This design comes from an exercise in tuning for small area, a short achievable clock period and few clock cycles per item on the open sky130 flow, not from production work.
Where RTL was checked, it was by simulation tests only, not by an equivalence proof against the original.
Power and IR drop assume default switching activity.

==> module anc_top, before the edit <==
module anc_top
(
    input  logic                clk,
    input  logic                rstn,
    input  logic                head_flag,
    input  anc_pkg::frame_in_t  frame,
    output anc_pkg::sample_t    dout,
    output logic                frame_done
);
    logic              rst_q1;
    logic              rst_q2;
    logic              srstn;
    logic [10:0]       ph;
    logic              active;
    logic              wz;
    logic [6:0]        ubo, ubt, ubn;
    logic [6:0]        fbo, fbt, fbn;
    logic [13:0]       pa_n;
    logic [13:0]       pb_n;
    anc_pkg::sample_t  err_a;
    anc_pkg::sample_t  err_b;
    always_ff @(posedge clk or negedge rstn)
    begin
        if (!rstn)
        begin
            rst_q1 <= 1'b0;
            rst_q2 <= 1'b0;
        end
        else
        begin
            rst_q1 <= 1'b1;
            rst_q2 <= rst_q1;
        end
    end
    assign srstn = rst_q2;
    anc_sequencer i_sequencer (
        .clk        (clk),
        .rstn       (rstn),
        .srstn      (srstn),
        .head_flag  (head_flag),
        .ph         (ph),
        .active     (active),
        .wz         (wz),
        .frame_done (frame_done)
    );
    anc_ref_delay_line i_ref_delay_line (
        .clk       (clk),
        .srstn     (srstn),
        .noise_ref (frame.noise_ref),
        .ph        (ph),
        .active    (active),
        .ubo       (ubo),
        .ubt       (ubt),
        .ubn       (ubn),
        .fbo       (fbo),
        .fbt       (fbt),
        .fbn       (fbn)
    );
    always_ff @(posedge clk)
    begin
        pa_n <= ~frame.primary_a;
        pb_n <= ~frame.primary_b;
    end
    anc_channel i_channel_a (
        .clk    (clk),
        .srstn  (srstn),
        .pn     (pa_n),
        .ph     (ph),
        .active (active),
        .wz     (wz),
        .ubo    (ubo),
        .ubt    (ubt),
        .ubn    (ubn),
        .fbo    (fbo),
        .fbt    (fbt),
        .fbn    (fbn),
        .err    (err_a)
    );
    anc_channel i_channel_b (
        .clk    (clk),
        .srstn  (srstn),
        .pn     (pb_n),
        .ph     (ph),
        .active (active),
        .wz     (wz),
        .ubo    (ubo),
        .ubt    (ubt),
        .ubn    (ubn),
        .fbo    (fbo),
        .fbt    (fbt),
        .fbn    (fbn),
        .err    (err_b)
    );
    always_ff @(posedge clk or negedge rstn)
    begin
        if (!rstn)
            dout <= '0;
        else if (active && ph[7])
            dout <= err_a + err_b;
    end
endmodule
clock: 13.0 ns
lec_check: 0
cap_margin: 20
core_margin: 2
core_utilization: 40
cts_cluster_diameter: 80
cts_cluster_size: 24
slew_margin: 20
standard.sh (not shown) runs the stock make flow with config.mk's settings and CLKGATE_MAP_FILE= SYNTH_SCRIPT=/design/flow/synth_recipe.tcl, a recipe that flattens the netlist after the stock synthesis.
==> flow/flow/run.sh <==
#!/bin/bash
set -euo pipefail
bash standard.sh SETUP_SLACK_MARGIN=9.25 finish > run_make.log 2>&1
Testbench counts at the start, summed over its fixed seeds: cycles 35,200, frames 3,200.
Then changed:
--- a/flow/design.v
+++ b/flow/design.v
@@ -1554,8 +1554,6 @@
     output anc_pkg::sample_t    dout,
     output logic                frame_done
 );
-    logic              rst_q1;
-    logic              rst_q2;
     logic              srstn;
     logic [10:0]       ph;
     logic              active;
@@ -1569,17 +1567,10 @@
     always_ff @(posedge clk or negedge rstn)
     begin
         if (!rstn)
-        begin
-            rst_q1 <= 1'b0;
-            rst_q2 <= 1'b0;
-        end
+            srstn <= 1'b0;
         else
-        begin
-            rst_q1 <= 1'b1;
-            rst_q2 <= rst_q1;
-        end
+            srstn <= 1'b1;
     end
-    assign srstn = rst_q2;
     anc_sequencer i_sequencer (
         .clk        (clk),
         .rstn       (rstn),
Effect:
- power came out higher by 0.64%
- non-clock buffer count climbs by 4
- setup slack is better by 34 ps
- clock-buffer cell count decreases by 4
- utilization is about the same
- synthesized area is about the same
- synthesized cell count is about the same
- sequential share of layout area barely changes
- global-route usage stays flat
No functional check of the RTL was part of the second run of this note.

--- another note on this design; it stands on its own ---

==> flow/design.v (excerpt) <==
module anc_top
(
    input  logic                clk,
    input  logic                rstn,
    input  logic                head_flag,
    input  anc_pkg::frame_in_t  frame,
    output anc_pkg::sample_t    dout,
    output logic                frame_done
);
For scale: about 5400 cells after synthesis, ~1100 flip-flops, roughly 57000 um2 of cells after synthesis.
Settings: LEC_CHECK=0, CAP_MARGIN=20, CORE_MARGIN=2, CORE_UTILIZATION=60, CTS_CLUSTER_DIAMETER=80, CTS_CLUSTER_SIZE=24, SLEW_MARGIN=20; clock period 13.0 ns.
standard.sh (not shown) runs the stock make flow with config.mk's settings and CLKGATE_MAP_FILE= SYNTH_SCRIPT=/design/flow/synth_recipe.tcl, a recipe that flattens the netlist after the stock synthesis.
==> flow/flow/run.sh <==
#!/bin/bash
set -euo pipefail
bash standard.sh SETUP_SLACK_MARGIN=9.25 "BUFFER_PORTS_ARGS=-buffer_cell sky130_fd_sc_hd__buf_2" finish > run_make.log 2>&1
Testbench counts at the start, summed over its fixed seeds: cycles 35,200, frames 3,200.
Edit:
==> flow/flow/run.sh (replaced) <==
#!/bin/bash
set -euo pipefail
bash standard.sh SETUP_SLACK_MARGIN=9.3 "BUFFER_PORTS_ARGS=-buffer_cell sky130_fd_sc_hd__buf_2" finish > run_make.log 2>&1
CORE_UTILIZATION = 70   (was 60)
CTS_CLUSTER_DIAMETER = 90   (was 80)
CTS_CLUSTER_SIZE = 27   (was 24)
=> The changed run finished clean. Worst setup slack improves by 0.015 ns. Clock-buffer cell count fell by 12. Total power falls by 3.7%. Non-clock buffer count rises by 1.

[re-timing with driven ports]
No port has a modelled driver above. Below, the same layouts with a new extraction and two added sets of constraints.
Step 1, drivers: a clkbuf_16 drives clk and a buf_2 each remaining input, both assumed.
Step 2, shift: input delay + t, output delay - t, t = (earliest + latest rising clock arrival at the registers) / 2. This alone moves slack from input paths to output paths.
a / b / c = no drivers / after step 1 / after step 2; a / b = the first two.
| run | t, ns | setup slack, ns | hold slack, ns | clock arrival spread, ns | worst register clock-pin slew, ns |
|---|---|---|---|---|---|
| the first run of note 1 | 0.767 | 9.110 / 9.032 / 8.798 | 0.287 / 0.287 / 0.287 | 0.050 / 0.050 | 0.10 / 0.10 |
| the second run of note 1 | 0.774 | 9.144 / 9.059 / 8.998 | 0.319 / 0.319 / 0.319 | 0.039 / 0.038 | 0.10 / 0.10 |
| the first run of note 2 | 0.731 | 9.172 / 9.098 / 8.757 | 0.316 / 0.316 / 0.316 | 0.028 / 0.028 | 0.09 / 0.09 |
| the second run of note 2 | 0.722 | 9.187 / 9.121 / 9.256 | 0.318 / 0.318 / 0.318 | 0.032 / 0.031 | 0.11 / 0.11 |
After both steps setup and hold are still met in every run listed. The setup slack of the first run of note 2, which loses most, moves by -0.074 ns with the drivers and by -0.415 ns with both steps.
